This design comes from an exercise in tuning for small area and a short achievable clock period on the open sky130 flow, not from production work.
The RTL was checked by simulation tests, not by an equivalence proof against the original design.
Power is estimated from default activity; no workload was simulated.

Setup of before:
Design i2c_register_transfer_sequencer_top, start of the top module:
module i2c_register_transfer_sequencer_top (
   input  logic       clock,
   input  logic       reset,
   input  logic       req_valid,
   output logic       req_ready,
   input  logic [1:0] req_func,
   input  logic [6:0] req_slave_address,
   input  logic [7:0] req_register_address,
   input  logic [7:0] req_byte_count,
   input  logic [7:0] req_buffer_index,
   input  logic [7:0] req_write_byte,
   input  logic       req_nack_seen,
   input  logic       req_bus_collision,
   input  logic [7:0] req_received_byte,
   output logic       rsp_valid,
   input  logic       rsp_ready,
   output logic       rsp_accepted,
   output logic [2:0] rsp_bus_action,
   output logic [7:0] rsp_tx_byte,
   output logic       rsp_rx_valid,
   output logic [7:0] rsp_rx_index,
   output logic [7:0] rsp_rx_data,
   output logic [1:0] rsp_transfer_status
);
make LEC_CHECK=0 CAP_MARGIN=20 CORE_MARGIN=2 CORE_UTILIZATION=55 CTS_BUF_LIST=sky130_fd_sc_hd__clkbuf_8 CTS_CLUSTER_DIAMETER=45 CTS_CLUSTER_SIZE=14 PLACE_DENSITY=0.65 SETUP_SLACK_MARGIN=4.4 SLEW_MARGIN=20 SYNTH_HIERARCHICAL=1 SYNTH_MINIMUM_KEEP_SIZE=0 finish   # period 7.5 ns
run.sh (not shown) runs the stock make flow with config.mk's settings and CLKGATE_MAP_FILE= SYNTH_SCRIPT=/design/flow/synth_recipe.tcl, a recipe that flattens the netlist after the stock synthesis.
diff inputs: before => after
--- a/flow/config.mk
+++ b/flow/config.mk
@@ -9,9 +9,8 @@
 export CORE_MARGIN = 2
 export CORE_UTILIZATION = 55
-export CTS_BUF_LIST = sky130_fd_sc_hd__clkbuf_8
-export CTS_CLUSTER_DIAMETER = 45
-export CTS_CLUSTER_SIZE = 14
+export CTS_CLUSTER_DIAMETER = 80
+export CTS_CLUSTER_SIZE = 28
 export PLACE_DENSITY = 0.65
-export SETUP_SLACK_MARGIN = 4.4
+export SETUP_SLACK_MARGIN = 4.2
 export SLEW_MARGIN = 20
 export SYNTH_HIERARCHICAL = 1
--- outcome ---
- Cell area after layout ends up lower on after.
- When after is set beside before, its clock distribution power turns out to be 10% smaller.
- Lower clock share of power among after and before: after
- before → after: number of cells on the worst hold path neither gained nor lost much, mux cell area share after synthesis neither gained nor lost much, per-cell routed wire length lost 0.69%, power after layout lost 3.6%.
- Setup slack came out higher on after than on before.
- Taking before as the reference point, the number of signal-net buffers in the layout of after falls by 52.

* * *

i2c_register_transfer_sequencer_top again, from the RTL that the note above started with.
==> flow/config.mk <==
export PLATFORM = sky130hd
export DESIGN_NAME = i2c_register_transfer_sequencer_top
export DESIGN_NICKNAME = i2c_register_transfer_sequencer_top
export VERILOG_FILES = /design/flow/design.v
export SDC_FILE = /design/flow/constraint.sdc
export NUM_CORES = 4
export LEC_CHECK = 0
export CAP_MARGIN = 20
export CORE_MARGIN = 2
export CORE_UTILIZATION = 55
export CTS_BUF_LIST = sky130_fd_sc_hd__clkbuf_8
export CTS_CLUSTER_DIAMETER = 50
export CTS_CLUSTER_SIZE = 17
export PLACE_DENSITY = 0.65
export SETUP_SLACK_MARGIN = 4.2
export SLEW_MARGIN = 20
export SYNTH_HIERARCHICAL = 1
export SYNTH_MINIMUM_KEEP_SIZE = 0
==> flow/constraint.sdc <==
create_clock -name core_clock -period 7.5 [get_ports {clock}]
set_input_delay 1.5000 -clock core_clock [delete_from_list [all_inputs] [get_ports {clock}]]
set_output_delay 1.5000 -clock core_clock [all_outputs]
set_load 0.01 [all_outputs]
Rerun with:
CTS_BUF_LIST = default   (was sky130_fd_sc_hd__clkbuf_8)
CTS_CLUSTER_DIAMETER = 60   (was 50)
CTS_CLUSTER_SIZE = 20   (was 17)
- synthesized cell count is unchanged
- total power went up by 5.0%
- clock skew is lower by 0.035 ns
- hold slack gets worse by 0.016 ns
- routed wire length decreases by 0.42%
- maximum frequency grows by 2.7%
- global-route usage is about the same
- sequential share of layout area went down by 0.49 points
- utilization is higher by 0.40 points
- die area does not change

[port drivers added, routing unchanged]
Ports are ideal in the flow. The routed layouts listed here were re-timed in OpenROAD. Step 1 sets driving cells, clkbuf_16 on the clock port and buf_2 on the other inputs (assumed; they add their load-dependent delay and slew). Step 2 adds t to the input delays and takes it off the output delays; t is the mean of the earliest and latest rising clock arrival at the registers after step 1. Input paths then give back, and output paths get back, about the clock's delay inside the block. Slacks: ideal ports / drivers / drivers and shift; pairs: ideal ports / drivers.
run | shift t [ns] | setup WS [ns] | worst setup path after step 2 | worst data-port slew with drivers (ns) | pins driven straight from the clock port
before | 1.017 | 3.999 / 3.929 / 3.396 | input to register | 0.07 | 1
after | 0.814 | 4.133 / 4.098 / 3.534 | input to register | 0.15 | 1
the first run of note 2 | 0.999 | 4.053 / 3.979 / 3.342 | input to register | 0.14 | 1
the second run of note 2 | 0.873 | 4.145 / 4.117 / 3.541 | input to register | 0.15 | 1
After both steps every run listed still meets setup and hold. The setup slack of the first run of note 2, which loses most, moves by -0.074 ns with the drivers and by -0.711 ns with both steps.
